From an optimization exercise on the open Yosys and OpenROAD flow, aimed at small area; shortcuts taken in it are not production practice. Where RTL was checked, it was by simulation tests only, not by an equivalence proof against the original. The RTL of run 1 was laid out without a check of its function. Power figures rest on the tool's default switching activity, not on a simulated workload.

## flow/design.v (module list and top-level ports; edited modules follow where they fit)
// module map_loader: 993 lines
module map_loader #(
   parameter int LANES = 5,
   parameter int ROWS  = 100
) (
   input  logic        clk_i,
   input  logic        rst_n_i,
   input  logic        start_i,
   input  logic        in_valid_i,
   output logic        in_ready_o,
   input  logic [2:0]  in_cell_i,
   input  logic        in_last_i,
   output logic        busy_o,
   output logic        done_o,
   output logic        err_o,
   output logic        map_valid_o,
   output logic [10:0] len_o,
   input  logic [2:0]  rd_x_i,
   input  logic [6:0]  rd_y_i,
   output logic [2:0]  rd_state_o,
   output logic [11:0] rd_rgb_o
);
  // ...
==> flow/run.sh <==
#!/bin/bash
# synth_recipe.tcl (not shown) runs the flow's synth.tcl, then flattens the netlist and writes it again
# the make line also repeats each setting of config.mk as NAME=value (left out here)
make -C /OpenROAD-flow-scripts/flow DESIGN_CONFIG=/design/flow/config.mk WORK_HOME=/design/flow/orfs CLKGATE_MAP_FILE= SYNTH_SCRIPT=/design/flow/synth_recipe.tcl finish
==> flow/config.mk <==
export PLATFORM = sky130hd
export DESIGN_NAME = map_loader
export DESIGN_NICKNAME = map_loader
export VERILOG_FILES = /design/flow/design.v
export SDC_FILE = /design/flow/constraint.sdc
export NUM_CORES = 4
export LEC_CHECK = 0
export ABC_AREA = 1
export CAP_MARGIN = 0
export CORE_MARGIN = 2
export CORE_UTILIZATION = 40
export CTS_BUF_LIST = sky130_fd_sc_hd__clkbuf_4
export SLEW_MARGIN = 0
==> flow/constraint.sdc <==
create_clock -name core_clock -period 10.0 [get_ports {clk_i}]
set_input_delay 2.0000 -clock core_clock [delete_from_list [all_inputs] [get_ports {clk_i}]]
set_output_delay 2.0000 -clock core_clock [all_outputs]
set_load 0.01 [all_outputs]
==> run summary, run 1 <==
status timing/DRC/antenna clean; clk pwr 2.96 mW; Crit path required time 11.02 ns; r2r worst-path depth 34; Final GP Congestion 1.02; total internal power 5.16 mW; combinational power 567 uW; largest family of logic cells by synthesized area simple AND/OR/NAND/NOR gates; Tcrit/Tclk final 0.809; chip height 280 um; post-route cell area 34700 sq um; WL met3 13.1 mm; leakage power 15.6 nW; Synth Area in Compound Gates 0.0682; share of power burned in registers 0.501; Comb pwr share 0.080; layout cells sized above 1 0.121; worst vdd ir 0.000119 V; CLK BUF 308; Post-synth top cells nand2_1 (1303), dfxtp_1 (816), nand3_1 (331); first-pass GRT wire length 168 mm; largest net degree at the start of global routing 40; final hold vios 0; Max Fclk 124 MHz; Setup WS post-layout 1.91 ns; Register Area 16900 sq um; non-clk buf share 0.0231; max-capacitance violation count 0; fraction of area in registers 0.487; Synth Area in Adders 0.0300; met3 GRT Util 0.0724; DRT Pass-1 Iters 6; total power 7.06 mW; Main power group sequential cells
==> run 2, diff against run 1 <==
--- a/flow/design.v
+++ b/flow/design.v
@@ -14,162 +14,273 @@
    output logic        err_o,
    output logic        map_valid_o,
    output logic [10:0] len_o,
    input  logic [2:0]  rd_x_i,
    input  logic [6:0]  rd_y_i,
    output logic [2:0]  rd_state_o,
    output logic [11:0] rd_rgb_o
 );
-   localparam int NRING = 20;    
-   localparam int RLEN  = 5;     
-   logic        busy_q, done_q, err_q;
-   logic [2:0]  x_q;              
-   logic [6:0]  y_q;              
-   logic [2:0]  ph_q;             
-   logic [7:0]  acc_q [2];        
-   logic [NRING*RLEN-1:0][7:0] ring_q;    
-   logic [1:0]  rd_q;
-   function automatic logic [5:0] split5(input logic [4:0] q);    
-      case (q)
-         5'd0: split5 = {3'd0, 3'd0};
-         5'd1: split5 = {3'd0, 3'd1};
-         5'd2: split5 = {3'd0, 3'd2};
-         5'd3: split5 = {3'd0, 3'd3};
-         5'd4: split5 = {3'd0, 3'd4};
-         5'd5: split5 = {3'd1, 3'd0};
-         5'd6: split5 = {3'd1, 3'd1};
-         5'd7: split5 = {3'd1, 3'd2};
-         5'd8: split5 = {3'd1, 3'd3};
-         5'd9: split5 = {3'd1, 3'd4};
-         5'd10: split5 = {3'd2, 3'd0};
-         5'd11: split5 = {3'd2, 3'd1};
-         5'd12: split5 = {3'd2, 3'd2};
-         5'd13: split5 = {3'd2, 3'd3};
-         5'd14: split5 = {3'd2, 3'd4};
-         5'd15: split5 = {3'd3, 3'd0};
-         5'd16: split5 = {3'd3, 3'd1};
-         5'd17: split5 = {3'd3, 3'd2};
-         5'd18: split5 = {3'd3, 3'd3};
-         5'd19: split5 = {3'd3, 3'd4};
-         5'd20: split5 = {3'd4, 3'd0};
-         5'd21: split5 = {3'd4, 3'd1};
-         5'd22: split5 = {3'd4, 3'd2};
-         5'd23: split5 = {3'd4, 3'd3};
-         5'd24: split5 = {3'd4, 3'd4};
-         5'd25: split5 = {3'd5, 3'd0};
-         5'd26: split5 = {3'd5, 3'd1};
-         5'd27: split5 = {3'd5, 3'd2};
-         5'd28: split5 = {3'd5, 3'd3};
-         5'd29: split5 = {3'd5, 3'd4};
-         5'd30: split5 = {3'd6, 3'd0};
-         5'd31: split5 = {3'd6, 3'd1};
-      endcase
-   endfunction
-   logic       accept, illegal, final_cell;
+   localparam int NR = 5;     
+   localparam int RL = 20;    
+   logic              busy_q, done_q, err_q;
+   logic [2:0]        x_q;               
+   logic [2:0]        j_q;               
+   logic [4:0]        s_q;               
+   logic [4:0]        ph_q;              
+   logic [NR-1:0][7:0]    acc_q;
+   logic [NR*RL-1:0][7:0] ring_q;        
+   logic       illegal, final_cell;
    logic [1:0] cval;
-   logic [7:0] acc_base, acc_next;
-   assign accept     = busy_q && in_valid_i;
+   logic [7:0] acc_cur, acc_next;
    assign illegal    = in_cell_i > 3'd2;
    assign cval       = illegal ? 2'd0 : in_cell_i[1:0];
-   assign final_cell = in_last_i || (x_q == 3'd4 && y_q == 7'd99);
+   assign final_cell = in_last_i || (x_q == 3'd4 && j_q == 3'd4 && s_q == 5'd19);
+   assign acc_cur    = acc_q[j_q];
+   logic [7:0] addend;
    always_comb begin
-      acc_base = (x_q == 3'd0) ? 8'd0 : acc_q[y_q[0]];
-      case (x_q)
-         3'd0:    acc_next = acc_base + 8'(cval);
-         3'd1:    acc_next = acc_base + 8'(cval) * 8'd3;
-         3'd2:    acc_next = acc_base + 8'(cval) * 8'd9;
-         3'd3:    acc_next = acc_base + 8'(cval) * 8'd27;
-         default: acc_next = acc_base + 8'(cval) * 8'd81;
+      case ({x_q, cval})
+         5'b000_01: addend = 8'd1;
+         5'b000_10: addend = 8'd2;
+         5'b001_01: addend = 8'd3;
+         5'b001_10: addend = 8'd6;
+         5'b010_01: addend = 8'd9;
+         5'b010_10: addend = 8'd18;
+         5'b011_01: addend = 8'd27;
+         5'b011_10: addend = 8'd54;
+         5'b100_01: addend = 8'd81;
+         5'b100_10: addend = 8'd162;
+         default:   addend = 8'd0;
       endcase
+      acc_next = ((x_q == 3'd0) ? 8'd0 : acc_cur) + addend;
    end
    always_ff @(posedge clk_i) begin
       if (!rst_n_i) begin
          busy_q <= 1'b0;
          done_q <= 1'b0;
          err_q  <= 1'b0;
-         y_q    <= 7'd127;
+         j_q    <= 3'd2;
+         s_q    <= 5'd25;
       end else begin
          done_q <= 1'b0;
          if (!busy_q) begin
             if (start_i) begin
                busy_q <= 1'b1;
                err_q  <= 1'b0;
                x_q    <= 3'd0;
-               y_q    <= 7'd0;
+               j_q    <= 3'd0;
+               s_q    <= 5'd0;
             end
          end else if (in_valid_i) begin
             if (illegal) err_q <= 1'b1;
             if (final_cell) begin
                busy_q <= 1'b0;
                done_q <= 1'b1;
                if (!in_last_i) err_q <= 1'b1;
             end else if (x_q == 3'd4) begin
                x_q <= 3'd0;
-               y_q <= y_q + 7'd1;
+               if (j_q == 3'd4) begin
+                  j_q <= 3'd0;
+                  s_q <= s_q + 5'd1;
+               end else begin
+                  j_q <= j_q + 3'd1;
+               end
             end else begin
                x_q <= x_q + 3'd1;
             end
          end
       end
    end
    always_ff @(posedge clk_i) begin
-      if (accept) acc_q[y_q[0]] <= acc_next;
+      for (int j = 0; j < NR; j++)
+         if (busy_q && in_valid_i && j_q == 3'(j)) acc_q[j] <= acc_next;
+   end
+   logic [NR-1:0][4:0] slot;
+   always_comb begin
+      for (int j = 0; j < NR; j++) slot[j] = (3'(j) <= j_q) ? s_q : s_q - 5'd1;
    end
-   logic [6:0] ins_row;
-   logic [4:0] ins_ring;
-   logic [2:0] ins_slot;
-   assign ins_row  = y_q - 7'd1;
-   logic [5:0] ins_split;
-   assign ins_split = split5(ins_row[6:2]);
-   assign ins_ring  = {ins_split[2:0], ins_row[1:0]};
-   assign ins_slot  = ins_split[5:3];
    always_ff @(posedge clk_i) begin
-      ph_q <= (ph_q == 3'd4) ? 3'd0 : ph_q + 3'd1;
+      if (!rst_n_i)              ph_q <= 5'd0;
+      else if (ph_q == 5'(RL-1)) ph_q <= 5'd0;
+      else                       ph_q <= ph_q + 5'd1;
    end
    always_ff @(posedge clk_i) begin
-      for (int j = 0; j < NRING; j++) begin
-         ring_q[j*RLEN] <= (ins_ring == 5'(j) && ins_slot == ph_q) ? acc_q[j % 2]
-                                                                   : ring_q[j*RLEN+RLEN-1];
-         for (int k = 1; k < RLEN; k++) ring_q[j*RLEN+k] <= ring_q[j*RLEN+k-1];
+      for (int j = 0; j < NR; j++) begin
+         ring_q[j*RL] <= (slot[j] == ph_q) ? acc_q[j] : ring_q[j*RL+RL-1];
+         for (int k = 1; k < RL; k++) ring_q[j*RL+k] <= ring_q[j*RL+k-1];
       end
    end
-   logic [4:0] rd_ring;
-   logic [2:0] rd_slot, rd_pos;
-   logic [7:0] rd_diff;
-   logic       rd_ok, rd_byp;
-   logic [7:0] row, rd_ring_row;
-   logic [1:0] trit;
-   logic [5:0] rd_split;
-   logic [NRING-1:0] rd_ring_oh;
-   logic [RLEN-1:0]  rd_pos_oh;
-   assign rd_split = split5(rd_y_i[6:2]);
-   assign rd_ring  = {rd_split[2:0], rd_y_i[1:0]};
-   assign rd_slot  = rd_split[5:3];
+   logic [2:0]  rj;                  
+   logic [4:0]  rs;                  
+   logic [5:0]  rd_d;
+   logic [4:0]  rd_pos;
+   logic        rd_ok, rd_byp;
+   logic [RL-1:0] pos_oh;
+   logic [NR-1:0][7:0] ring_row;
+   logic [7:0]  row, row_q;
+   logic [2:0]  lane_q;
+   logic [1:0]  trit;
    always_comb begin
-      case ((5'(ph_q) + 5'd9 - 5'(rd_slot)))
-         5'd5, 5'd10:  rd_pos = 3'd0;
-         5'd6, 5'd11:  rd_pos = 3'd1;
-         5'd7, 5'd12:  rd_pos = 3'd2;
-         5'd8, 5'd13:  rd_pos = 3'd3;
-         default:      rd_pos = 3'd4;
+      case (rd_y_i)
+         7'd0: begin rs = 5'd0; rj = 3'd0; end
+         7'd1: begin rs = 5'd0; rj = 3'd1; end
+         7'd2: begin rs = 5'd0; rj = 3'd2; end
+         7'd3: begin rs = 5'd0; rj = 3'd3; end
+         7'd4: begin rs = 5'd0; rj = 3'd4; end
+         7'd5: begin rs = 5'd1; rj = 3'd0; end
+         7'd6: begin rs = 5'd1; rj = 3'd1; end
+         7'd7: begin rs = 5'd1; rj = 3'd2; end
+         7'd8: begin rs = 5'd1; rj = 3'd3; end
+         7'd9: begin rs = 5'd1; rj = 3'd4; end
+         7'd10: begin rs = 5'd2; rj = 3'd0; end
+         7'd11: begin rs = 5'd2; rj = 3'd1; end
+         7'd12: begin rs = 5'd2; rj = 3'd2; end
+         7'd13: begin rs = 5'd2; rj = 3'd3; end
+         7'd14: begin rs = 5'd2; rj = 3'd4; end
+         7'd15: begin rs = 5'd3; rj = 3'd0; end
+         7'd16: begin rs = 5'd3; rj = 3'd1; end
+         7'd17: begin rs = 5'd3; rj = 3'd2; end
+         7'd18: begin rs = 5'd3; rj = 3'd3; end
+         7'd19: begin rs = 5'd3; rj = 3'd4; end
+         7'd20: begin rs = 5'd4; rj = 3'd0; end
+         7'd21: begin rs = 5'd4; rj = 3'd1; end
+         7'd22: begin rs = 5'd4; rj = 3'd2; end
+         7'd23: begin rs = 5'd4; rj = 3'd3; end
+         7'd24: begin rs = 5'd4; rj = 3'd4; end
+         7'd25: begin rs = 5'd5; rj = 3'd0; end
+         7'd26: begin rs = 5'd5; rj = 3'd1; end
+         7'd27: begin rs = 5'd5; rj = 3'd2; end
+         7'd28: begin rs = 5'd5; rj = 3'd3; end
+         7'd29: begin rs = 5'd5; rj = 3'd4; end
+         7'd30: begin rs = 5'd6; rj = 3'd0; end
+         7'd31: begin rs = 5'd6; rj = 3'd1; end
+         7'd32: begin rs = 5'd6; rj = 3'd2; end
+         7'd33: begin rs = 5'd6; rj = 3'd3; end
+         7'd34: begin rs = 5'd6; rj = 3'd4; end
+         7'd35: begin rs = 5'd7; rj = 3'd0; end
+         7'd36: begin rs = 5'd7; rj = 3'd1; end
+         7'd37: begin rs = 5'd7; rj = 3'd2; end
+         7'd38: begin rs = 5'd7; rj = 3'd3; end
+         7'd39: begin rs = 5'd7; rj = 3'd4; end
+         7'd40: begin rs = 5'd8; rj = 3'd0; end
+         7'd41: begin rs = 5'd8; rj = 3'd1; end
+         7'd42: begin rs = 5'd8; rj = 3'd2; end
+         7'd43: begin rs = 5'd8; rj = 3'd3; end
+         7'd44: begin rs = 5'd8; rj = 3'd4; end
+         7'd45: begin rs = 5'd9; rj = 3'd0; end
+         7'd46: begin rs = 5'd9; rj = 3'd1; end
+         7'd47: begin rs = 5'd9; rj = 3'd2; end
+         7'd48: begin rs = 5'd9; rj = 3'd3; end
+         7'd49: begin rs = 5'd9; rj = 3'd4; end
+         7'd50: begin rs = 5'd10; rj = 3'd0; end
+         7'd51: begin rs = 5'd10; rj = 3'd1; end
+         7'd52: begin rs = 5'd10; rj = 3'd2; end
+         7'd53: begin rs = 5'd10; rj = 3'd3; end
+         7'd54: begin rs = 5'd10; rj = 3'd4; end
+         7'd55: begin rs = 5'd11; rj = 3'd0; end
+         7'd56: begin rs = 5'd11; rj = 3'd1; end
+         7'd57: begin rs = 5'd11; rj = 3'd2; end
+         7'd58: begin rs = 5'd11; rj = 3'd3; end
+         7'd59: begin rs = 5'd11; rj = 3'd4; end
+         7'd60: begin rs = 5'd12; rj = 3'd0; end
+         7'd61: begin rs = 5'd12; rj = 3'd1; end
+         7'd62: begin rs = 5'd12; rj = 3'd2; end
+         7'd63: begin rs = 5'd12; rj = 3'd3; end
+         7'd64: begin rs = 5'd12; rj = 3'd4; end
+         7'd65: begin rs = 5'd13; rj = 3'd0; end
+         7'd66: begin rs = 5'd13; rj = 3'd1; end
+         7'd67: begin rs = 5'd13; rj = 3'd2; end
+         7'd68: begin rs = 5'd13; rj = 3'd3; end
+         7'd69: begin rs = 5'd13; rj = 3'd4; end
+         7'd70: begin rs = 5'd14; rj = 3'd0; end
+         7'd71: begin rs = 5'd14; rj = 3'd1; end
+         7'd72: begin rs = 5'd14; rj = 3'd2; end
+         7'd73: begin rs = 5'd14; rj = 3'd3; end
+         7'd74: begin rs = 5'd14; rj = 3'd4; end
+         7'd75: begin rs = 5'd15; rj = 3'd0; end
+         7'd76: begin rs = 5'd15; rj = 3'd1; end
+         7'd77: begin rs = 5'd15; rj = 3'd2; end
+         7'd78: begin rs = 5'd15; rj = 3'd3; end
+         7'd79: begin rs = 5'd15; rj = 3'd4; end
+         7'd80: begin rs = 5'd16; rj = 3'd0; end
+         7'd81: begin rs = 5'd16; rj = 3'd1; end
+         7'd82: begin rs = 5'd16; rj = 3'd2; end
+         7'd83: begin rs = 5'd16; rj = 3'd3; end
+         7'd84: begin rs = 5'd16; rj = 3'd4; end
+         7'd85: begin rs = 5'd17; rj = 3'd0; end
+         7'd86: begin rs = 5'd17; rj = 3'd1; end
+         7'd87: begin rs = 5'd17; rj = 3'd2; end
+         7'd88: begin rs = 5'd17; rj = 3'd3; end
+         7'd89: begin rs = 5'd17; rj = 3'd4; end
+         7'd90: begin rs = 5'd18; rj = 3'd0; end
+         7'd91: begin rs = 5'd18; rj = 3'd1; end
+         7'd92: begin rs = 5'd18; rj = 3'd2; end
+         7'd93: begin rs = 5'd18; rj = 3'd3; end
+         7'd94: begin rs = 5'd18; rj = 3'd4; end
+         7'd95: begin rs = 5'd19; rj = 3'd0; end
+         7'd96: begin rs = 5'd19; rj = 3'd1; end
+         7'd97: begin rs = 5'd19; rj = 3'd2; end
+         7'd98: begin rs = 5'd19; rj = 3'd3; end
+         7'd99: begin rs = 5'd19; rj = 3'd4; end
+         7'd100: begin rs = 5'd20; rj = 3'd0; end
+         7'd101: begin rs = 5'd20; rj = 3'd1; end
+         7'd102: begin rs = 5'd20; rj = 3'd2; end
+         7'd103: begin rs = 5'd20; rj = 3'd3; end
+         7'd104: begin rs = 5'd20; rj = 3'd4; end
+         7'd105: begin rs = 5'd21; rj = 3'd0; end
+         7'd106: begin rs = 5'd21; rj = 3'd1; end
+         7'd107: begin rs = 5'd21; rj = 3'd2; end
+         7'd108: begin rs = 5'd21; rj = 3'd3; end
+         7'd109: begin rs = 5'd21; rj = 3'd4; end
+         7'd110: begin rs = 5'd22; rj = 3'd0; end
+         7'd111: begin rs = 5'd22; rj = 3'd1; end
+         7'd112: begin rs = 5'd22; rj = 3'd2; end
+         7'd113: begin rs = 5'd22; rj = 3'd3; end
+         7'd114: begin rs = 5'd22; rj = 3'd4; end
+         7'd115: begin rs = 5'd23; rj = 3'd0; end
+         7'd116: begin rs = 5'd23; rj = 3'd1; end
+         7'd117: begin rs = 5'd23; rj = 3'd2; end
+         7'd118: begin rs = 5'd23; rj = 3'd3; end
+         7'd119: begin rs = 5'd23; rj = 3'd4; end
+         7'd120: begin rs = 5'd24; rj = 3'd0; end
+         7'd121: begin rs = 5'd24; rj = 3'd1; end
+         7'd122: begin rs = 5'd24; rj = 3'd2; end
+         7'd123: begin rs = 5'd24; rj = 3'd3; end
+         7'd124: begin rs = 5'd24; rj = 3'd4; end
+         7'd125: begin rs = 5'd25; rj = 3'd0; end
+         7'd126: begin rs = 5'd25; rj = 3'd1; end
+         7'd127: begin rs = 5'd25; rj = 3'd2; end
       endcase
-      for (int j = 0; j < NRING; j++) rd_ring_oh[j] = rd_ring == 5'(j);
-      for (int k = 0; k < RLEN; k++)  rd_pos_oh[k]  = rd_pos == 3'(k);
-      rd_ring_row = '0;
-      for (int j = 0; j < NRING; j++)
-         for (int k = 0; k < RLEN; k++)
-            rd_ring_row = rd_ring_row | ({8{rd_ring_oh[j] & rd_pos_oh[k]}} & ring_q[j*RLEN+k]);
    end
-   assign rd_diff = {1'b0, y_q} - {1'b0, rd_y_i};
-   assign rd_ok   = map_valid_o && !rd_diff[7] && rd_x_i < 3'd5;
-   assign rd_byp  = rd_diff[6:1] == 6'd0;
-   assign row     = rd_byp ? acc_q[rd_y_i[0]] : rd_ring_row;
+   assign rd_d   = 6'(ph_q) + 6'd19 - 6'(rs);
+   assign rd_pos = (rd_d >= 6'd20) ? 5'(rd_d - 6'd20) : 5'(rd_d);
+   assign rd_ok  = map_valid_o && rd_x_i < 3'd5 && (rs < s_q || (rs == s_q && rj <= j_q));
+   assign rd_byp = rs == slot[rj];
+   always_comb begin
+      for (int k = 0; k < RL; k++) pos_oh[k] = rd_pos == 5'(k);
+      for (int j = 0; j < NR; j++) begin
+         ring_row[j] = '0;
+         for (int k = 0; k < RL; k++)
+            ring_row[j] = ring_row[j] | ({8{pos_oh[k]}} & ring_q[j*RL+k]);
+      end
+      row = '0;
+      for (int j = 0; j < NR; j++)
+         if (rj == 3'(j)) row = rd_byp ? acc_q[j] : ring_row[j];
+   end
+   always_ff @(posedge clk_i) begin
+      if (!rst_n_i || !rd_ok) begin
+         row_q  <= 8'd0;
+         lane_q <= 3'd0;
+      end else begin
+         row_q  <= row;
+         lane_q <= rd_x_i;
+      end
+   end
    always_comb begin
-      case ({(rd_x_i > 3'd4) ? 3'd4 : rd_x_i, row})
+      case ({lane_q, row_q})
          11'd1: trit = 2'd1;
          11'd2: trit = 2'd2;
          11'd4: trit = 2'd1;
          11'd5: trit = 2'd2;
          11'd7: trit = 2'd1;
          11'd8: trit = 2'd2;
          11'd10: trit = 2'd1;
          11'd11: trit = 2'd2;
@@ -322,16 +433,24 @@
          11'd232: trit = 2'd1;
          11'd233: trit = 2'd2;
          11'd235: trit = 2'd1;
          11'd236: trit = 2'd2;
          11'd238: trit = 2'd1;
          11'd239: trit = 2'd2;
          11'd241: trit = 2'd1;
          11'd242: trit = 2'd2;
+         11'd244: trit = 2'd1;
+         11'd245: trit = 2'd2;
+         11'd247: trit = 2'd1;
+         11'd248: trit = 2'd2;
+         11'd250: trit = 2'd1;
+         11'd251: trit = 2'd2;
+         11'd253: trit = 2'd1;
+         11'd254: trit = 2'd2;
          11'd259: trit = 2'd1;
          11'd260: trit = 2'd1;
          11'd261: trit = 2'd1;
          11'd262: trit = 2'd2;
          11'd263: trit = 2'd2;
          11'd264: trit = 2'd2;
          11'd268: trit = 2'd1;
          11'd269: trit = 2'd1;
@@ -484,16 +603,23 @@
          11'd488: trit = 2'd2;
          11'd489: trit = 2'd2;
          11'd493: trit = 2'd1;
          11'd494: trit = 2'd1;
          11'd495: trit = 2'd1;
          11'd496: trit = 2'd2;
          11'd497: trit = 2'd2;
          11'd498: trit = 2'd2;
+         11'd502: trit = 2'd1;
+         11'd503: trit = 2'd1;
+         11'd504: trit = 2'd1;
+         11'd505: trit = 2'd2;
+         11'd506: trit = 2'd2;
+         11'd507: trit = 2'd2;
+         11'd511: trit = 2'd1;
          11'd521: trit = 2'd1;
          11'd522: trit = 2'd1;
          11'd523: trit = 2'd1;
          11'd524: trit = 2'd1;
          11'd525: trit = 2'd1;
          11'd526: trit = 2'd1;
          11'd527: trit = 2'd1;
          11'd528: trit = 2'd1;
@@ -646,16 +772,20 @@
          11'd747: trit = 2'd2;
          11'd748: trit = 2'd2;
          11'd749: trit = 2'd2;
          11'd750: trit = 2'd2;
          11'd751: trit = 2'd2;
          11'd752: trit = 2'd2;
          11'd753: trit = 2'd2;
          11'd754: trit = 2'd2;
+         11'd764: trit = 2'd1;
+         11'd765: trit = 2'd1;
+         11'd766: trit = 2'd1;
+         11'd767: trit = 2'd1;
          11'd795: trit = 2'd1;
          11'd796: trit = 2'd1;
          11'd797: trit = 2'd1;
          11'd798: trit = 2'd1;
          11'd799: trit = 2'd1;
          11'd800: trit = 2'd1;
          11'd801: trit = 2'd1;
          11'd802: trit = 2'd1;
@@ -970,24 +1100,506 @@
          11'd1259: trit = 2'd2;
          11'd1260: trit = 2'd2;
          11'd1261: trit = 2'd2;
          11'd1262: trit = 2'd2;
          11'd1263: trit = 2'd2;
          11'd1264: trit = 2'd2;
          11'd1265: trit = 2'd2;
          11'd1266: trit = 2'd2;
+         11'd1361: trit = 2'd1;
+         11'd1362: trit = 2'd1;
+         11'd1363: trit = 2'd1;
+         11'd1364: trit = 2'd1;
+         11'd1365: trit = 2'd1;
+         11'd1366: trit = 2'd1;
+         11'd1367: trit = 2'd1;
+         11'd1368: trit = 2'd1;
+         11'd1369: trit = 2'd1;
+         11'd1370: trit = 2'd1;
+         11'd1371: trit = 2'd1;
+         11'd1372: trit = 2'd1;
+         11'd1373: trit = 2'd1;
+         11'd1374: trit = 2'd1;
+         11'd1375: trit = 2'd1;
+         11'd1376: trit = 2'd1;
+         11'd1377: trit = 2'd1;
+         11'd1378: trit = 2'd1;
+         11'd1379: trit = 2'd1;
+         11'd1380: trit = 2'd1;
+         11'd1381: trit = 2'd1;
+         11'd1382: trit = 2'd1;
+         11'd1383: trit = 2'd1;
+         11'd1384: trit = 2'd1;
+         11'd1385: trit = 2'd1;
+         11'd1386: trit = 2'd1;
+         11'd1387: trit = 2'd1;
+         11'd1388: trit = 2'd1;
+         11'd1389: trit = 2'd1;
+         11'd1390: trit = 2'd1;
+         11'd1391: trit = 2'd1;
+         11'd1392: trit = 2'd1;
+         11'd1393: trit = 2'd1;
+         11'd1394: trit = 2'd1;
+         11'd1395: trit = 2'd1;
+         11'd1396: trit = 2'd1;
+         11'd1397: trit = 2'd1;
+         11'd1398: trit = 2'd1;
+         11'd1399: trit = 2'd1;
+         11'd1400: trit = 2'd1;
+         11'd1401: trit = 2'd1;
+         11'd1402: trit = 2'd1;
+         11'd1403: trit = 2'd1;
+         11'd1404: trit = 2'd1;
+         11'd1405: trit = 2'd1;
+         11'd1406: trit = 2'd1;
+         11'd1407: trit = 2'd1;
+         11'd1408: trit = 2'd1;
+         11'd1409: trit = 2'd1;
+         11'd1410: trit = 2'd1;
+         11'd1411: trit = 2'd1;
+         11'd1412: trit = 2'd1;
+         11'd1413: trit = 2'd1;
+         11'd1414: trit = 2'd1;
+         11'd1415: trit = 2'd1;
+         11'd1416: trit = 2'd1;
+         11'd1417: trit = 2'd1;
+         11'd1418: trit = 2'd1;
+         11'd1419: trit = 2'd1;
+         11'd1420: trit = 2'd1;
+         11'd1421: trit = 2'd1;
+         11'd1422: trit = 2'd1;
+         11'd1423: trit = 2'd1;
+         11'd1424: trit = 2'd1;
+         11'd1425: trit = 2'd1;
+         11'd1426: trit = 2'd1;
+         11'd1427: trit = 2'd1;
+         11'd1428: trit = 2'd1;
+         11'd1429: trit = 2'd1;
+         11'd1430: trit = 2'd1;
+         11'd1431: trit = 2'd1;
+         11'd1432: trit = 2'd1;
+         11'd1433: trit = 2'd1;
+         11'd1434: trit = 2'd1;
+         11'd1435: trit = 2'd1;
+         11'd1436: trit = 2'd1;
+         11'd1437: trit = 2'd1;
+         11'd1438: trit = 2'd1;
+         11'd1439: trit = 2'd1;
+         11'd1440: trit = 2'd1;
+         11'd1441: trit = 2'd1;
+         11'd1442: trit = 2'd2;
+         11'd1443: trit = 2'd2;
+         11'd1444: trit = 2'd2;
+         11'd1445: trit = 2'd2;
+         11'd1446: trit = 2'd2;
+         11'd1447: trit = 2'd2;
+         11'd1448: trit = 2'd2;
+         11'd1449: trit = 2'd2;
+         11'd1450: trit = 2'd2;
+         11'd1451: trit = 2'd2;
+         11'd1452: trit = 2'd2;
+         11'd1453: trit = 2'd2;
+         11'd1454: trit = 2'd2;
+         11'd1455: trit = 2'd2;
+         11'd1456: trit = 2'd2;
+         11'd1457: trit = 2'd2;
+         11'd1458: trit = 2'd2;
+         11'd1459: trit = 2'd2;
+         11'd1460: trit = 2'd2;
+         11'd1461: trit = 2'd2;
+         11'd1462: trit = 2'd2;
+         11'd1463: trit = 2'd2;
+         11'd1464: trit = 2'd2;
+         11'd1465: trit = 2'd2;
+         11'd1466: trit = 2'd2;
+         11'd1467: trit = 2'd2;
+         11'd1468: trit = 2'd2;
+         11'd1469: trit = 2'd2;
+         11'd1470: trit = 2'd2;
+         11'd1471: trit = 2'd2;
+         11'd1472: trit = 2'd2;
+         11'd1473: trit = 2'd2;
+         11'd1474: trit = 2'd2;
+         11'd1475: trit = 2'd2;
+         11'd1476: trit = 2'd2;
+         11'd1477: trit = 2'd2;
+         11'd1478: trit = 2'd2;
+         11'd1479: trit = 2'd2;
+         11'd1480: trit = 2'd2;
+         11'd1481: trit = 2'd2;
+         11'd1482: trit = 2'd2;
+         11'd1483: trit = 2'd2;
+         11'd1484: trit = 2'd2;
+         11'd1485: trit = 2'd2;
+         11'd1486: trit = 2'd2;
+         11'd1487: trit = 2'd2;
+         11'd1488: trit = 2'd2;
+         11'd1489: trit = 2'd2;
+         11'd1490: trit = 2'd2;
+         11'd1491: trit = 2'd2;
+         11'd1492: trit = 2'd2;
+         11'd1493: trit = 2'd2;
+         11'd1494: trit = 2'd2;
+         11'd1495: trit = 2'd2;
+         11'd1496: trit = 2'd2;
+         11'd1497: trit = 2'd2;
+         11'd1498: trit = 2'd2;
+         11'd1499: trit = 2'd2;
+         11'd1500: trit = 2'd2;
+         11'd1501: trit = 2'd2;
+         11'd1502: trit = 2'd2;
+         11'd1503: trit = 2'd2;
+         11'd1504: trit = 2'd2;
+         11'd1505: trit = 2'd2;
+         11'd1506: trit = 2'd2;
+         11'd1507: trit = 2'd2;
+         11'd1508: trit = 2'd2;
+         11'd1509: trit = 2'd2;
+         11'd1510: trit = 2'd2;
+         11'd1511: trit = 2'd2;
+         11'd1512: trit = 2'd2;
+         11'd1513: trit = 2'd2;
+         11'd1514: trit = 2'd2;
+         11'd1515: trit = 2'd2;
+         11'd1516: trit = 2'd2;
+         11'd1517: trit = 2'd2;
+         11'd1518: trit = 2'd2;
+         11'd1519: trit = 2'd2;
+         11'd1520: trit = 2'd2;
+         11'd1521: trit = 2'd2;
+         11'd1522: trit = 2'd2;
+         11'd1617: trit = 2'd1;
+         11'd1618: trit = 2'd1;
+         11'd1619: trit = 2'd1;
+         11'd1620: trit = 2'd1;
+         11'd1621: trit = 2'd1;
+         11'd1622: trit = 2'd1;
+         11'd1623: trit = 2'd1;
+         11'd1624: trit = 2'd1;
+         11'd1625: trit = 2'd1;
+         11'd1626: trit = 2'd1;
+         11'd1627: trit = 2'd1;
+         11'd1628: trit = 2'd1;
+         11'd1629: trit = 2'd1;
+         11'd1630: trit = 2'd1;
+         11'd1631: trit = 2'd1;
+         11'd1632: trit = 2'd1;
+         11'd1633: trit = 2'd1;
+         11'd1634: trit = 2'd1;
+         11'd1635: trit = 2'd1;
+         11'd1636: trit = 2'd1;
+         11'd1637: trit = 2'd1;
+         11'd1638: trit = 2'd1;
+         11'd1639: trit = 2'd1;
+         11'd1640: trit = 2'd1;
+         11'd1641: trit = 2'd1;
+         11'd1642: trit = 2'd1;
+         11'd1643: trit = 2'd1;
+         11'd1644: trit = 2'd1;
+         11'd1645: trit = 2'd1;
+         11'd1646: trit = 2'd1;
+         11'd1647: trit = 2'd1;
+         11'd1648: trit = 2'd1;
+         11'd1649: trit = 2'd1;
+         11'd1650: trit = 2'd1;
+         11'd1651: trit = 2'd1;
+         11'd1652: trit = 2'd1;
+         11'd1653: trit = 2'd1;
+         11'd1654: trit = 2'd1;
+         11'd1655: trit = 2'd1;
+         11'd1656: trit = 2'd1;
+         11'd1657: trit = 2'd1;
+         11'd1658: trit = 2'd1;
+         11'd1659: trit = 2'd1;
+         11'd1660: trit = 2'd1;
+         11'd1661: trit = 2'd1;
+         11'd1662: trit = 2'd1;
+         11'd1663: trit = 2'd1;
+         11'd1664: trit = 2'd1;
+         11'd1665: trit = 2'd1;
+         11'd1666: trit = 2'd1;
+         11'd1667: trit = 2'd1;
+         11'd1668: trit = 2'd1;
+         11'd1669: trit = 2'd1;
+         11'd1670: trit = 2'd1;
+         11'd1671: trit = 2'd1;
+         11'd1672: trit = 2'd1;
+         11'd1673: trit = 2'd1;
+         11'd1674: trit = 2'd1;
+         11'd1675: trit = 2'd1;
+         11'd1676: trit = 2'd1;
+         11'd1677: trit = 2'd1;
+         11'd1678: trit = 2'd1;
+         11'd1679: trit = 2'd1;
+         11'd1680: trit = 2'd1;
+         11'd1681: trit = 2'd1;
+         11'd1682: trit = 2'd1;
+         11'd1683: trit = 2'd1;
+         11'd1684: trit = 2'd1;
+         11'd1685: trit = 2'd1;
+         11'd1686: trit = 2'd1;
+         11'd1687: trit = 2'd1;
+         11'd1688: trit = 2'd1;
+         11'd1689: trit = 2'd1;
+         11'd1690: trit = 2'd1;
+         11'd1691: trit = 2'd1;
+         11'd1692: trit = 2'd1;
+         11'd1693: trit = 2'd1;
+         11'd1694: trit = 2'd1;
+         11'd1695: trit = 2'd1;
+         11'd1696: trit = 2'd1;
+         11'd1697: trit = 2'd1;
+         11'd1698: trit = 2'd2;
+         11'd1699: trit = 2'd2;
+         11'd1700: trit = 2'd2;
+         11'd1701: trit = 2'd2;
+         11'd1702: trit = 2'd2;
+         11'd1703: trit = 2'd2;
+         11'd1704: trit = 2'd2;
+         11'd1705: trit = 2'd2;
+         11'd1706: trit = 2'd2;
+         11'd1707: trit = 2'd2;
+         11'd1708: trit = 2'd2;
+         11'd1709: trit = 2'd2;
+         11'd1710: trit = 2'd2;
+         11'd1711: trit = 2'd2;
+         11'd1712: trit = 2'd2;
+         11'd1713: trit = 2'd2;
+         11'd1714: trit = 2'd2;
+         11'd1715: trit = 2'd2;
+         11'd1716: trit = 2'd2;
+         11'd1717: trit = 2'd2;
+         11'd1718: trit = 2'd2;
+         11'd1719: trit = 2'd2;
+         11'd1720: trit = 2'd2;
+         11'd1721: trit = 2'd2;
+         11'd1722: trit = 2'd2;
+         11'd1723: trit = 2'd2;
+         11'd1724: trit = 2'd2;
+         11'd1725: trit = 2'd2;
+         11'd1726: trit = 2'd2;
+         11'd1727: trit = 2'd2;
+         11'd1728: trit = 2'd2;
+         11'd1729: trit = 2'd2;
+         11'd1730: trit = 2'd2;
+         11'd1731: trit = 2'd2;
+         11'd1732: trit = 2'd2;
+         11'd1733: trit = 2'd2;
+         11'd1734: trit = 2'd2;
+         11'd1735: trit = 2'd2;
+         11'd1736: trit = 2'd2;
+         11'd1737: trit = 2'd2;
+         11'd1738: trit = 2'd2;
+         11'd1739: trit = 2'd2;
+         11'd1740: trit = 2'd2;
+         11'd1741: trit = 2'd2;
+         11'd1742: trit = 2'd2;
+         11'd1743: trit = 2'd2;
+         11'd1744: trit = 2'd2;
+         11'd1745: trit = 2'd2;
+         11'd1746: trit = 2'd2;
+         11'd1747: trit = 2'd2;
+         11'd1748: trit = 2'd2;
+         11'd1749: trit = 2'd2;
+         11'd1750: trit = 2'd2;
+         11'd1751: trit = 2'd2;
+         11'd1752: trit = 2'd2;
+         11'd1753: trit = 2'd2;
+         11'd1754: trit = 2'd2;
+         11'd1755: trit = 2'd2;
+         11'd1756: trit = 2'd2;
+         11'd1757: trit = 2'd2;
+         11'd1758: trit = 2'd2;
+         11'd1759: trit = 2'd2;
+         11'd1760: trit = 2'd2;
+         11'd1761: trit = 2'd2;
+         11'd1762: trit = 2'd2;
+         11'd1763: trit = 2'd2;
+         11'd1764: trit = 2'd2;
+         11'd1765: trit = 2'd2;
+         11'd1766: trit = 2'd2;
+         11'd1767: trit = 2'd2;
+         11'd1768: trit = 2'd2;
+         11'd1769: trit = 2'd2;
+         11'd1770: trit = 2'd2;
+         11'd1771: trit = 2'd2;
+         11'd1772: trit = 2'd2;
+         11'd1773: trit = 2'd2;
+         11'd1774: trit = 2'd2;
+         11'd1775: trit = 2'd2;
+         11'd1776: trit = 2'd2;
+         11'd1777: trit = 2'd2;
+         11'd1778: trit = 2'd2;
+         11'd1873: trit = 2'd1;
+         11'd1874: trit = 2'd1;
+         11'd1875: trit = 2'd1;
+         11'd1876: trit = 2'd1;
+         11'd1877: trit = 2'd1;
+         11'd1878: trit = 2'd1;
+         11'd1879: trit = 2'd1;
+         11'd1880: trit = 2'd1;
+         11'd1881: trit = 2'd1;
+         11'd1882: trit = 2'd1;
+         11'd1883: trit = 2'd1;
+         11'd1884: trit = 2'd1;
+         11'd1885: trit = 2'd1;
+         11'd1886: trit = 2'd1;
+         11'd1887: trit = 2'd1;
+         11'd1888: trit = 2'd1;
+         11'd1889: trit = 2'd1;
+         11'd1890: trit = 2'd1;
+         11'd1891: trit = 2'd1;
+         11'd1892: trit = 2'd1;
+         11'd1893: trit = 2'd1;
+         11'd1894: trit = 2'd1;
+         11'd1895: trit = 2'd1;
+         11'd1896: trit = 2'd1;
+         11'd1897: trit = 2'd1;
+         11'd1898: trit = 2'd1;
+         11'd1899: trit = 2'd1;
+         11'd1900: trit = 2'd1;
+         11'd1901: trit = 2'd1;
+         11'd1902: trit = 2'd1;
+         11'd1903: trit = 2'd1;
+         11'd1904: trit = 2'd1;
+         11'd1905: trit = 2'd1;
+         11'd1906: trit = 2'd1;
+         11'd1907: trit = 2'd1;
+         11'd1908: trit = 2'd1;
+         11'd1909: trit = 2'd1;
+         11'd1910: trit = 2'd1;
+         11'd1911: trit = 2'd1;
+         11'd1912: trit = 2'd1;
+         11'd1913: trit = 2'd1;
+         11'd1914: trit = 2'd1;
+         11'd1915: trit = 2'd1;
+         11'd1916: trit = 2'd1;
+         11'd1917: trit = 2'd1;
+         11'd1918: trit = 2'd1;
+         11'd1919: trit = 2'd1;
+         11'd1920: trit = 2'd1;
+         11'd1921: trit = 2'd1;
+         11'd1922: trit = 2'd1;
+         11'd1923: trit = 2'd1;
+         11'd1924: trit = 2'd1;
+         11'd1925: trit = 2'd1;
+         11'd1926: trit = 2'd1;
+         11'd1927: trit = 2'd1;
+         11'd1928: trit = 2'd1;
+         11'd1929: trit = 2'd1;
+         11'd1930: trit = 2'd1;
+         11'd1931: trit = 2'd1;
+         11'd1932: trit = 2'd1;
+         11'd1933: trit = 2'd1;
+         11'd1934: trit = 2'd1;
+         11'd1935: trit = 2'd1;
+         11'd1936: trit = 2'd1;
+         11'd1937: trit = 2'd1;
+         11'd1938: trit = 2'd1;
+         11'd1939: trit = 2'd1;
+         11'd1940: trit = 2'd1;
+         11'd1941: trit = 2'd1;
+         11'd1942: trit = 2'd1;
+         11'd1943: trit = 2'd1;
+         11'd1944: trit = 2'd1;
+         11'd1945: trit = 2'd1;
+         11'd1946: trit = 2'd1;
+         11'd1947: trit = 2'd1;
+         11'd1948: trit = 2'd1;
+         11'd1949: trit = 2'd1;
+         11'd1950: trit = 2'd1;
+         11'd1951: trit = 2'd1;
+         11'd1952: trit = 2'd1;
+         11'd1953: trit = 2'd1;
+         11'd1954: trit = 2'd2;
+         11'd1955: trit = 2'd2;
+         11'd1956: trit = 2'd2;
+         11'd1957: trit = 2'd2;
+         11'd1958: trit = 2'd2;
+         11'd1959: trit = 2'd2;
+         11'd1960: trit = 2'd2;
+         11'd1961: trit = 2'd2;
+         11'd1962: trit = 2'd2;
+         11'd1963: trit = 2'd2;
+         11'd1964: trit = 2'd2;
+         11'd1965: trit = 2'd2;
+         11'd1966: trit = 2'd2;
+         11'd1967: trit = 2'd2;
+         11'd1968: trit = 2'd2;
+         11'd1969: trit = 2'd2;
+         11'd1970: trit = 2'd2;
+         11'd1971: trit = 2'd2;
+         11'd1972: trit = 2'd2;
+         11'd1973: trit = 2'd2;
+         11'd1974: trit = 2'd2;
+         11'd1975: trit = 2'd2;
+         11'd1976: trit = 2'd2;
+         11'd1977: trit = 2'd2;
+         11'd1978: trit = 2'd2;
+         11'd1979: trit = 2'd2;
+         11'd1980: trit = 2'd2;
+         11'd1981: trit = 2'd2;
+         11'd1982: trit = 2'd2;
+         11'd1983: trit = 2'd2;
+         11'd1984: trit = 2'd2;
+         11'd1985: trit = 2'd2;
+         11'd1986: trit = 2'd2;
+         11'd1987: trit = 2'd2;
+         11'd1988: trit = 2'd2;
+         11'd1989: trit = 2'd2;
+         11'd1990: trit = 2'd2;
+         11'd1991: trit = 2'd2;
+         11'd1992: trit = 2'd2;
+         11'd1993: trit = 2'd2;
+         11'd1994: trit = 2'd2;
+         11'd1995: trit = 2'd2;
+         11'd1996: trit = 2'd2;
+         11'd1997: trit = 2'd2;
+         11'd1998: trit = 2'd2;
+         11'd1999: trit = 2'd2;
+         11'd2000: trit = 2'd2;
+         11'd2001: trit = 2'd2;
+         11'd2002: trit = 2'd2;
+         11'd2003: trit = 2'd2;
+         11'd2004: trit = 2'd2;
+         11'd2005: trit = 2'd2;
+         11'd2006: trit = 2'd2;
+         11'd2007: trit = 2'd2;
+         11'd2008: trit = 2'd2;
+         11'd2009: trit = 2'd2;
+         11'd2010: trit = 2'd2;
+         11'd2011: trit = 2'd2;
+         11'd2012: trit = 2'd2;
+         11'd2013: trit = 2'd2;
+         11'd2014: trit = 2'd2;
+         11'd2015: trit = 2'd2;
+         11'd2016: trit = 2'd2;
+         11'd2017: trit = 2'd2;
+         11'd2018: trit = 2'd2;
+         11'd2019: trit = 2'd2;
+         11'd2020: trit = 2'd2;
+         11'd2021: trit = 2'd2;
+         11'd2022: trit = 2'd2;
+         11'd2023: trit = 2'd2;
+         11'd2024: trit = 2'd2;
+         11'd2025: trit = 2'd2;
+         11'd2026: trit = 2'd2;
+         11'd2027: trit = 2'd2;
+         11'd2028: trit = 2'd2;
+         11'd2029: trit = 2'd2;
+         11'd2030: trit = 2'd2;
+         11'd2031: trit = 2'd2;
+         11'd2032: trit = 2'd2;
+         11'd2033: trit = 2'd2;
+         11'd2034: trit = 2'd2;
          default: trit = 2'd0;
       endcase
    end
-   always_ff @(posedge clk_i) begin
-      if (!rst_n_i) rd_q <= 2'd0;
-      else          rd_q <= rd_ok ? trit : 2'd0;
-   end
    assign in_ready_o  = busy_q;
    assign busy_o      = busy_q;
    assign done_o      = done_q;
    assign err_o       = err_q;
-   assign map_valid_o = !busy_q && y_q != 7'd127;
-   assign len_o       = {4'd0, y_q + 7'd1};
-   assign rd_state_o  = {1'b0, rd_q};
-   assign rd_rgb_o    = {{4{|rd_q}}, {4{rd_q[1]}}, 4'h0};
+   assign map_valid_o = !busy_q && !(s_q[4] && s_q[3]);
+   assign len_o       = {4'd0, 7'({s_q, 2'b00} + 7'(s_q) + 7'(j_q) + 7'd1)};
+   assign rd_state_o  = {1'b0, trit};
+   assign rd_rgb_o    = {{4{|trit}}, {4{trit[1]}}, 4'h0};
 endmodule
==> flow/flow/run.sh (new file) <==
#!/bin/bash
# Own layout flow: the standard ORFS flow, with two changes.
#  1. Synthesis is the standard flow's own script (synth_recipe.tcl) with its combinational mapping
#     changed (see synth_area.tcl): ABC maps for area, and adders are not pre-extracted.
#     Registers are mapped by dfflibmap before this, so they are the standard synthesis's.
#  2. Clock tree synthesis runs without dummy loads.
# Every tool's output goes to a log file in this work folder (and ORFS's own logs under orfs/).
set -euo pipefail
W=$(pwd)
export FLOW_SYNTH_TCL="$W/synth_recipe.tcl"
export CTS_ARGS="-sink_clustering_enable -repair_clock_nets -dont_use_dummy_load"

make -C "$FLOW_HOME" DESIGN_CONFIG="$W/config.mk" WORK_HOME="$W/orfs" CLKGATE_MAP_FILE= \
   SYNTH_SCRIPT="$W/flow/synth_area.tcl" synth > "$W/synth_make.log" 2>&1
bash "$W/standard.sh" finish > "$W/standard_make.log" 2>&1
test -s "$W/out/final.def"
==> flow/flow/synth_area.tcl (new file) <==
# synth_recipe.tcl with two changes to the combinational mapping (registers are mapped by
# dfflibmap before either step, so they are exactly the standard synthesis's):
#  - ABC runs Yosys's default liberty script (area-oriented &nf): drop ORFS's -script, its -D
#    delay target and the -constr file that makes ABC buffer and upsize.
#  - extract_fa is skipped, so adders are left to ABC as plain logic.
proc abc {args} {
   set keep {}
   for {set i 0} {$i < [llength $args]} {incr i} {
      set a [lindex $args $i]
      if {$a eq "-script" || $a eq "-D" || $a eq "-constr"} { incr i; continue }
      lappend keep $a
   }
   yosys abc {*}$keep
}
proc extract_fa {args} { puts "extract_fa skipped" }
source $::env(FLOW_SYNTH_TCL)
==> flow/standard.sh (new file) <==
#!/bin/bash
# synth_recipe.tcl (not shown) runs the flow's synth.tcl, then flattens the netlist and writes it again
# the make line also repeats each setting of config.mk as NAME=value (left out here)
make -C /OpenROAD-flow-scripts/flow DESIGN_CONFIG=/design/flow/config.mk WORK_HOME=/design/flow/orfs CLKGATE_MAP_FILE= SYNTH_SCRIPT=/design/flow/synth_recipe.tcl "${@:-finish}"
==> flow/config.mk (replaced) <==
export PLATFORM = sky130hd
export DESIGN_NAME = map_loader
export DESIGN_NICKNAME = map_loader
export VERILOG_FILES = /design/flow/design.v
export SDC_FILE = /design/flow/constraint.sdc
export NUM_CORES = 4
export LEC_CHECK = 0
export CAP_MARGIN = 20
export CORE_MARGIN = 2
export CORE_UTILIZATION = 40
export GPL_TIMING_DRIVEN = 0
export SLEW_MARGIN = 20
removed: flow/run.sh
==> run 2 against run 1 <==
Net effect:
- total power is 2.6% higher
- die area is 13% lower
- core utilization is 1.8 points higher
- non-clock buffer count is 32 higher
- global-route usage is 5.8 points lower
- sequential share of layout area is 7.5 points higher
- largest cell class unchanged
==> run summary, run 2 <==
status timing/DRC/antenna clean; Seq/Total Area, Yosys 0.663; placed instance area 29000 sq um; Synth Register Bits 861; DP Cell Count 3150; Slew headroom 0.255; n_diodes 0; final hold vios 0 (unchanged); Place WS -1.76 ns; Top delay family on crit path compound AO/OA/AOI/OAI gates; core area 65900 sq um; chip height 262 um (-6.5%); leakage power 11.6 nW (-26%); Worst-Margin Slew 1.11 ns; worst-path maximum fanout 20; Final setup viols 0; Crit Path Class in -> reg; Fillers 5877; ys async rst share 0; Worst path depth 28; Layout Cells excl Fill 3246; Most used DFF post-synth dfxtp_1; total CTS buffers 81; Post-synth top cells dfxtp_1 (818), a222oi_1 (166), nand2_1 (140); Reg with most FFs ring_q; Critical Path Max Stage Delay 0.65 ns; Critical Path Sink trit[0]; # rows 94; GR Overflow Total 0; number of synthesized flops with an enable pin 43; hold_ws 0.290 ns; clk sink count 861; vias 20000; most frequent cells in the layout dfxtp_1 (818), a222oi_1 (166), nand2_1 (139); max-capacitance violation count 0 (unchanged); CP endpoint kind flop; drt via density 6.17; Critical Path Slowest Stage Cell dlygate4sd2_1; most numerous cell in the Yosys netlist dfxtp_1; initial antenna violation count 4; Syn Std Cell Area 26600 sq um; DIE AREA 68700 sq um; Synth area leaders dfxtp_1 (61%), a222oi_1 (6.2%), edfxtp_1 (4.8%); Slew Limit Fails 0; setup_tns 0 ns; I/O pins 49; Crit path required time 10.50 ns (-0.52 ns); DRT antenna net count 0; CTS clk-pin slew, worst paths 0.06 ns; Die Width 262 um; min Tclk post-route 9.69 ns; Final Skew 0.0668 ns; Final GP Congestion 0.903 (-11%); vias in the first global route 19700; Max Fclk 103 MHz (-17%); drt first-iter violations 2615; largest net degree at the start of global routing 40 (unchanged); # DRC 0; post-synth top area cell dfxtp_1; Setup WS post-layout 0.310 ns (-1.60 ns); total power 7.24 mW (+2.6%); Clock Tree Buf Depth 3; Max H-tree Level 3; Area Overhead vs Synth 18.0%; r2r worst-path depth 24 (-29%); worst vdd ir 0.000118 V (-0.61%); Syn Area/Cell 12.2 sq um; Tcrit/Tclk final 0.969 (+0.160); Ys Warns 1; number of flip-flops under the largest register name 800; share of the synthesized area in the top cell type 0.615; DRT Pass-1 Iters 9 (+3); hold path depth 0; gr usage total 0.238; final wirelength 84.7 mm; PwrDens 230 nW/um^2; Mapped Cells 2184; port bufs 39; layout cells sized above 1 0.100 (-0.0202); wire per inst 26.1 um; unique cell type count in the Yosys netlist 67; Clk Tree Root Cell clkbuf_16; Core Util, Final 0.477; Clock Latency Late Sink 0.63 ns; Critical Path Source rd_y_i[5]; commonest non-fill, non-tap cell in the layout dfxtp_1; worst min path class reg -> reg; Post-layout nets 2402; Critical Path Source Type input port; initial core utilization 0.404; first-pass GRT wire length 123 mm (-27%); Worst Path Arrival 10.19 ns; CP bufs+invs 4; r2r endpoint trit[0]; post-route cell area 31400 sq um (-9.5%); CTS tree built; worst r2r src ph_q[1]; DP Wirelength 51.9 mm; FF-to-FF setup slack 2.60 ns
## run 2: worst min path at each step
| stage | start | endpoint | slack, ns |
|---|---|---|---|
| finish | ring_q[522] | ring_q[530] | 0.29 |
| global route | ring_q[490] | ring_q[498] | 0.29 |
| CTS | ring_q[522] | ring_q[530] | 0.28 |
| detailed placement | ring_q[434] | ring_q[442] | 0.33 |
| global placement | ring_q[364] | ring_q[372] | 0.33 |
| floorplan | ring_q[434] | ring_q[442] | 0.32 |
## run 2: cell type report
cell class	count	area (sq um)	area share
Clock buffer	81	2030	0.0645
Timing Repair Buffer	107	1230	0.0391
Buffer	17	128	0.00406
Tap cell	864	1080	0.0344
Multi-Input combinational cell	1289	9200	0.293
Inverter	27	103	0.00326
Sequential cell	861	17700	0.562
## run 2: cell families (layout without fill, tap and decap cells)
kind of cell    after synthesis  count (layout)  share of synthesized area
compound gates              651             651                      0.189
fa+ha+maj                     5               5                    0.00188
flops                       861             861                      0.663
mux                          51              51                     0.0224
other cells                   1               9                   0.000141
simple gates                509             511                     0.0939
xor+xnor                     62              62                     0.0204
buf+inv                      44             232                    0.00860
## run 2: timing repair
item                       in CTS  in global routing
gates cloned                    0                  2
resized for setup              20                 49
hold buffers                    0                  0
pin swaps                       0                  9
setup buffers                   0                 13
setup endpoints to repair       2                  2
## run 2: worst register-to-register path, delay by kind of cell, from the launching register on
kind	cells	cell delay, ns
buf+inv	3	0.65
simple gates	8	2.18
compound gates	13	3.88
flops	1	0.59
## run 2: routing by layer
metal / part of all wire / vias to the layer above / global-route usage
met5: 0.00047 / - / 0
met4: 0.034 / 6 / 0.0907
met3: 0.080 / 152 / 0.0423
met2: 0.46 / 944 / 0.382
met1: 0.42 / 10000 / 0.320
li1: - / 8916 / -
## run 2: report_power, final
part | switching (mW) | internal, mW | total, mW
clock network | 1.17 | 1.42 | 2.59
logic | 0.603 | 0.311 | 0.914
registers | 0.104 | 3.63 | 3.73
total | 1.88 | 5.36 | 7.24

[re-timing with driven ports]
How much do the figures lean on ideal ports? The routed layouts below were timed once more, with nothing changed but the port constraints.
Step 1 sets driving cells, clkbuf_16 on the clock port and buf_2 on the other inputs (assumed; they add their load-dependent delay and slew).
Step 2 also shifts input and output timing later by t, the mid clock arrival at the registers, as if the neighbouring blocks saw the same clock.
a / b / c = ideal ports / drivers / drivers and shift; a / b = the first two.
run	shift t [ns]	slack for setup (ns)	latest minus earliest clock arrival (ns)	cell pins on the clock port's net
run 1	1.153	1.911 / 1.954 / 0.801	0.055 / 0.055	1
run 2	0.658	0.310 / 0.352 / -0.306	0.070 / 0.070	1
With both steps, setup timing fails in run 2, where it was met with ideal ports. For run 1, which loses most, drivers alone change the setup slack by +0.043 ns; drivers and shift together by -1.110 ns.
